Context: an optimization exercise on an open-source flow, tuned for small area and a short achievable clock period. The choices shown serve that exercise and are no tape-out recipe. Function was checked by simulation only, so behaviour that the tests miss may differ from the original. Power figures rest on the tool's default switching activity, not on a simulated workload.

==> design.v <==
module fir_systolic_cfg #(
    parameter int NTAP   = 8,
    parameter int DSIZE  = 16,
    parameter int CSIZE  = 16,
    parameter int OSHIFT = 0,
    parameter int OWIDTH = 2 * DSIZE,
    parameter int WARMUP = 1
) (
    input  logic                       clk,
    input  logic                       rst,
    input  logic                       in_valid,
    input  logic signed [DSIZE-1:0]    in_data,
    input  logic                       coef_wr,
    input  logic [$clog2(NTAP)-1:0]    coef_addr,
    input  logic signed [CSIZE-1:0]    coef_data,
    output logic                       out_valid,
    output logic signed [OWIDTH-1:0]   out_data,
    output logic                       out_ovf
);
    localparam int AW   = $clog2(NTAP);
    localparam int ACCW = DSIZE + CSIZE + $clog2(NTAP);
    localparam int WW   = ((ACCW + 1 > OWIDTH) ? ACCW + 1 : OWIDTH) + 1;
    localparam int RSH  = (OSHIFT > 0) ? OSHIFT - 1 : 0;
    localparam logic signed [WW-1:0] RND     = (OSHIFT > 0) ? (WW'(1) << RSH) : '0;
    localparam logic signed [WW-1:0] SAT_MAX = (WW'(1) << (OWIDTH - 1)) - WW'(1);
    localparam logic signed [WW-1:0] SAT_MIN = -(WW'(1) << (OWIDTH - 1));
    logic signed [CSIZE-1:0]  coef_q [NTAP];
    logic signed [CSIZE-1:0]  coef_d [NTAP];
    logic signed [ACCW-1:0]   psum_q [NTAP-1];
    logic signed [ACCW-1:0]   psum_d [NTAP-1];
    logic signed [ACCW-1:0]   prod   [NTAP];
    logic signed [ACCW-1:0]   acc;
    logic signed [WW-1:0]     acc_w;
    logic signed [WW-1:0]     shf_w;
    logic signed [OWIDTH-1:0] sat_data;
    logic                     sat_ovf;
    logic [AW-1:0]            fill_q, fill_d;
    logic                     out_valid_q, out_valid_d;
    logic signed [OWIDTH-1:0] out_data_q, out_data_d;
    logic                     out_ovf_q, out_ovf_d;
    always_comb begin
        for (int k = 0; k < NTAP; k++) begin
            coef_d[k] = coef_q[k];
            if (coef_wr && (coef_addr == AW'(k))) begin
                coef_d[k] = coef_data;
            end
            prod[k] = ACCW'(in_data) * ACCW'(coef_q[k]);
        end
    end
    always_comb begin
        for (int j = 0; j < NTAP - 1; j++) psum_d[j] = psum_q[j];
        if (in_valid) begin
            for (int j = 0; j < NTAP - 2; j++) begin
                psum_d[j] = prod[j+1] + psum_q[j+1];
            end
            psum_d[NTAP-2] = prod[NTAP-1];
        end
    end
    always_comb begin
        acc      = prod[0] + psum_q[0];
        acc_w    = WW'(acc);
        shf_w    = (acc_w + RND) >>> OSHIFT;
        sat_data = OWIDTH'(shf_w);
        sat_ovf  = 1'b0;
        if (shf_w > SAT_MAX) begin
            sat_data = OWIDTH'(SAT_MAX);
            sat_ovf  = 1'b1;
        end else if (shf_w < SAT_MIN) begin
            sat_data = OWIDTH'(SAT_MIN);
            sat_ovf  = 1'b1;
        end
    end
    always_comb begin
        fill_d      = fill_q;
        out_valid_d = in_valid && ((WARMUP == 0) || (fill_q == AW'(NTAP - 1)));
        out_data_d  = out_data_q;
        out_ovf_d   = out_ovf_q;
        if (in_valid && (fill_q != AW'(NTAP - 1))) begin
            fill_d = fill_q + AW'(1);
        end
        if (out_valid_d) begin
            out_data_d = sat_data;
            out_ovf_d  = sat_ovf;
        end
    end
    always_ff @(posedge clk) begin
        if (rst) begin
            for (int k = 0; k < NTAP; k++) coef_q[k] <= '0;
            for (int j = 0; j < NTAP - 1; j++) psum_q[j] <= '0;
            fill_q      <= '0;
            out_valid_q <= 1'b0;
            out_data_q  <= '0;
            out_ovf_q   <= 1'b0;
        end else begin
            for (int k = 0; k < NTAP; k++) coef_q[k] <= coef_d[k];
            for (int j = 0; j < NTAP - 1; j++) psum_q[j] <= psum_d[j];
            fill_q      <= fill_d;
            out_valid_q <= out_valid_d;
            out_data_q  <= out_data_d;
            out_ovf_q   <= out_ovf_d;
        end
    end
    assign out_valid = out_valid_q;
    assign out_data  = out_data_q;
    assign out_ovf   = out_ovf_q;
endmodule
==> run.sh <==
#!/bin/bash
# synth_recipe.tcl (not shown) runs the flow's synth.tcl, then flattens the netlist and writes it again
# the make line also repeats each setting of config.mk as NAME=value (left out here)
make -C /OpenROAD-flow-scripts/flow DESIGN_CONFIG=/design/flow/config.mk WORK_HOME=/design/flow/orfs CLKGATE_MAP_FILE= SYNTH_SCRIPT=/design/flow/synth_recipe.tcl finish
==> config.mk <==
export PLATFORM = sky130hd
export DESIGN_NAME = fir_systolic_cfg
export DESIGN_NICKNAME = fir_systolic_cfg
export VERILOG_FILES = /design/flow/design.v
export SDC_FILE = /design/flow/constraint.sdc
export NUM_CORES = 4
export LEC_CHECK = 0
export CAP_MARGIN = 20
export CORE_MARGIN = 2
export CORE_UTILIZATION = 40
export SLEW_MARGIN = 20
==> constraint.sdc <==
create_clock -name core_clock -period 10.0 [get_ports {clk}]
set_input_delay 2.0000 -clock core_clock [delete_from_list [all_inputs] [get_ports {clk}]]
set_output_delay 2.0000 -clock core_clock [all_outputs]
set_load 0.01 [all_outputs]
==> results.txt <==
-- cell usage in the layout, fill, tap and decap left out, drive strengths merged, types with 34 or more instances in the layout --
cell and count:
nor2 350, a21oi 356, ha 810, clkdlybuf4s50 46, xor2 77, fa 2431
a211oi 74, nand3 49, and2 791, inv 2383, o21ai 155, xnor2 202
clkbuf 71, dfxtp 407, mux2i 123, nand2 1566, buf 144, a21o 123
nand2b 133, o21a 37, nor2b 34, o21bai 36
-- routing by layer --
metal  track usage [%]  part of all wire (%)
met5                 0                0.0097
met4              8.06                   4.1
met3              3.30                   5.6
met2              39.1                    49
met1              29.0                    41
-- worst max-delay path, stage by stage --
cell	delay [ns]
buf_4	0.36
buf_12	0.35
buf_4	0.34
nand2_1	0.12
fa_1	0.55
inv_1	0.06
fa_1	0.40
inv_1	0.09
fa_1	0.44
fa_1	0.57
inv_1	0.06
fa_1	0.50
fa_1	0.42
ha_1	0.35
o21a_1	0.16
nor2_1	0.05
nor4_1	0.37
o21bai_1	0.28
a2111oi_2	0.58
o211ai_1	0.23
o211ai_1	0.21
o211ai_1	0.15
o21ai_1	0.19
xnor2_1	0.10
a211oi_1	0.26
-- power breakdown --
group          internal [uW]  switching [uW]  leakage, uW
sequential              1760             186      0.00331
combinational           1500            2360       0.0470
clock                   1350             912     0.000968
-- cell usage after synthesis, types with 6 or more instances --
master | n | area (sq um)
ha_1 | 810 | 10100
o21bai_1 | 36 | 270
nor2b_1 | 34 | 213
a31oi_1 | 31 | 194
a2111oi_2 | 6 | 90.1
o21ai_0 | 148 | 741
dfxtp_1 | 407 | 8150
and2_1 | 791 | 4950
nor3_1 | 30 | 150
a21oi_1 | 354 | 1770
nand4_1 | 16 | 100
buf_1 | 31 | 116
mux2i_1 | 123 | 1230
a211o_1 | 8 | 70.1
xnor2_1 | 201 | 1760
a21o_1 | 123 | 923
xor2_1 | 77 | 674
clkbuf_1 | 491 | 1840
o2111ai_1 | 7 | 61.3
nand2b_1 | 133 | 832
o21a_1 | 37 | 278
and3_1 | 21 | 131
o211ai_1 | 11 | 82.6
a211oi_1 | 69 | 518
fa_1 | 2431 | 48700
nor2_1 | 349 | 1310
nand3_1 | 49 | 245
clkbuf_2 | 21 | 105
o31a_1 | 6 | 52.6
buf_6 | 6 | 67.6
o31ai_1 | 8 | 60.1
or3_1 | 10 | 62.6
o22ai_1 | 9 | 56.3
nand2_1 | 1566 | 5880
o21ai_1 | 6 | 30.0
inv_1 | 2380 | 8930
-- cell type report --
class,instances,share of cell area (%)
antenna,9,0.0209
inverter,2380,8.30
multi-input combinational,7602,76.6
tap,3366,3.91
timing repair buffer,190,1.69
clock inverter,31,0.431
clock buffer,71,1.44
sequential,407,7.56
-- cell families (layout without fill, tap and decap cells) --
kind of cell             count (synthesis)  after routing  synth area share (%)
adder cells (fa/ha/maj)               3241           3241                  57.8
AND/OR/NAND/NOR                       3033           3033                  13.9
buffers and inverters                 2929           2672                  10.9
AO/OA/AOI/OAI                          924            924                  5.77
flip-flops                             407            407                  8.01
XOR/XNOR                               279            279                  2.41
multiplexers                           125            125                  1.23
other                                    0              9                     0
-- final timing paths --
check	from	end	slack, ns	cells after the start
min reg2reg	coef_q[2][1]	coef_q[2][1]	0.46	2
min	coef_q[2][1]	coef_q[2][1]	0.46	2
max	in_data[9]	psum_q[3][34]	1.27	25
max reg2reg	coef_q[0][1]	out_data_q[21]	1.90	23
-- stage by stage --
stage	setup WS, ns	util [%]	hold slack, ns
2_1_floorplan	0.998	-	0.432
3_3_place_gp	0.655	41.7	0.444
3_5_place_dp	0.576	41.7	0.451
4_1_cts	1.35	42.5	0.460
5_1_grt	0.902	42.5	0.486
6_report	1.27	42.5	0.455
-- sequential cells by signal, indices dropped and copies added, names as in the netlist --
signal,count
psum_q,242
coef_q,128
out_data_q,32
fill_q,3
out_ovf_q,1
out_valid_q,1
==> results.yml <==
placement:
  numPlacedInstances: 13944
  hpwl_microns: 220000
  placement.io_buffers: 72
  placed_standard_cell_area_sq_mm: 0.106
  gp_routability_congestion: 0.898
die:
  die_width_microns: 508
  initial_core_util_pct: 40.1
  row_count: 185
  io-pin-count: 73
  die_h_microns: 508
  dieArea_sq_mm: 0.258
  floorplan_core_area_sq_mm: 0.253
logic_synthesis:
  postSynthRegisterBits: 407
  synth_area_sq_mm: 0.102
  synth_edf_count: 0
  dominantRegCellSynth: "dfxtp_1"
  synth_sequential_area_ratio_pct: 8.01
  postSynth.asyncResetShare_pct: 0
  synthesis.area_per_instance_sq_um: 9.30
  synth.net_count: 14218
  post_synth_inst_count: 10938
  yosys.cell_types.count: 84
  synth_warnings: 6
global_routing:
  overflow: 0
  antenna_found_initial: 14
  grt_first_pass_wirelength_microns: 459000
  maximum_number_of_pins_on_one_net_before_global_route_repair: 134
  number_of_global_route_vias_before_repair: 80168
  groute.usage.overall_pct: 22.7
timing:
  worst-slew-pin-transition_ns: 1.09
  fin_crit_ns: 8.73
  max_slew_margin_pct: 26.9
  setup_viol_count_final: 0
  rsz_0062_raised_after_global_routing: "no"
  finClkSkew_ns: 0.0508
  period_share_pct: 87.3
  hold_violations: 0
  maximum_operating_frequency_mhz: 115
  drv_slew: 0
  timing.setup.tns_ns: 0
cts:
  clock_latency_ns: 0.73
  tritoncts_num_sinks: 407
  tritoncts_clock_tree: "done"
  cts.path.max_buffers: 3
  cts_root_buf: "clkbuf_16"
  hold_buffers: 0
  cts_buffers: 55
  worst_setup_hold_path_clk_slew_ns: 0.06
  post_cts.resized_instances: 0
  postCtsSetupBuffers: 0
  htree_num_levels: 2
finish:
  multi_input_area_sq_mm: 0.0826
  final_cell_count_no_fill: 14056
  seq_area_sq_mm: 0.00815
  postLayoutCellArea_sq_mm: 0.108
  area_growth_syn_to_layout_pct: 5.88
  nets: 13916
  layout.filler_cells: 24493
  post_route_cells_drive_above_1_share_pct: 2.70
route:
  routed_wire_length_per_instance_microns: 19.9
  ant_nets: 0
  postRouteWirelength_microns: 280000
  total_number_of_vias: 71418
  drt_pre_antenna_iters: 9
  drt-initial-drc-count: 4164
  drt_drc_violations_left: 0
  avgViaCountPerCell: 5.08
worst_setup_path:
  crit_required_ns: 10.62
  end_kind: "register"
  timing.critical_path.fanout_max: 56
  worst-endpoint-arrival_ns: 9.35
  cp-start-kind: "input pin"
  critPathKind: "input pin to register"
pwr:
  finalPower_uw: 8070
  max-vdd-ir-drop_v: 0.000129
  power.leakage_uw: 0.0513
  p_per_area_mw_per_mm2: 74.9
hold_path:
  hold_wc_path_type: "register to register"
run_status:
  outcome: "no timing/DRC/antenna violations"
run:
  cap_violations: 0

==> re-timing with driven ports <==
In the flow no input, the clock included, has a driving cell. The finished layout below was timed again as built, in two steps. Step 1: set_driving_cell puts a clkbuf_16 on clk and a buf_2 on each other input, an assumption about the parent block. Step 2 adds t to the input delays and takes it off the output delays; t is the mean of the earliest and latest rising clock arrival at the registers after step 1. Input paths then give back, and output paths get back, about the clock's delay inside the block. Three values: ideal ports, drivers, drivers and shift; two values: the first two.
t, ns: 0.801
setup WS [ns]: 1.271 / 1.339 / 0.538
hold slack, ns: 0.455 / 0.455 / 0.455
worst setup path at the end: input to register
pins driven straight from the clock port: 1
After both steps setup and hold are still met in this run. The setup slack of this run moves by +0.068 ns with the drivers and by -0.733 ns with both steps.
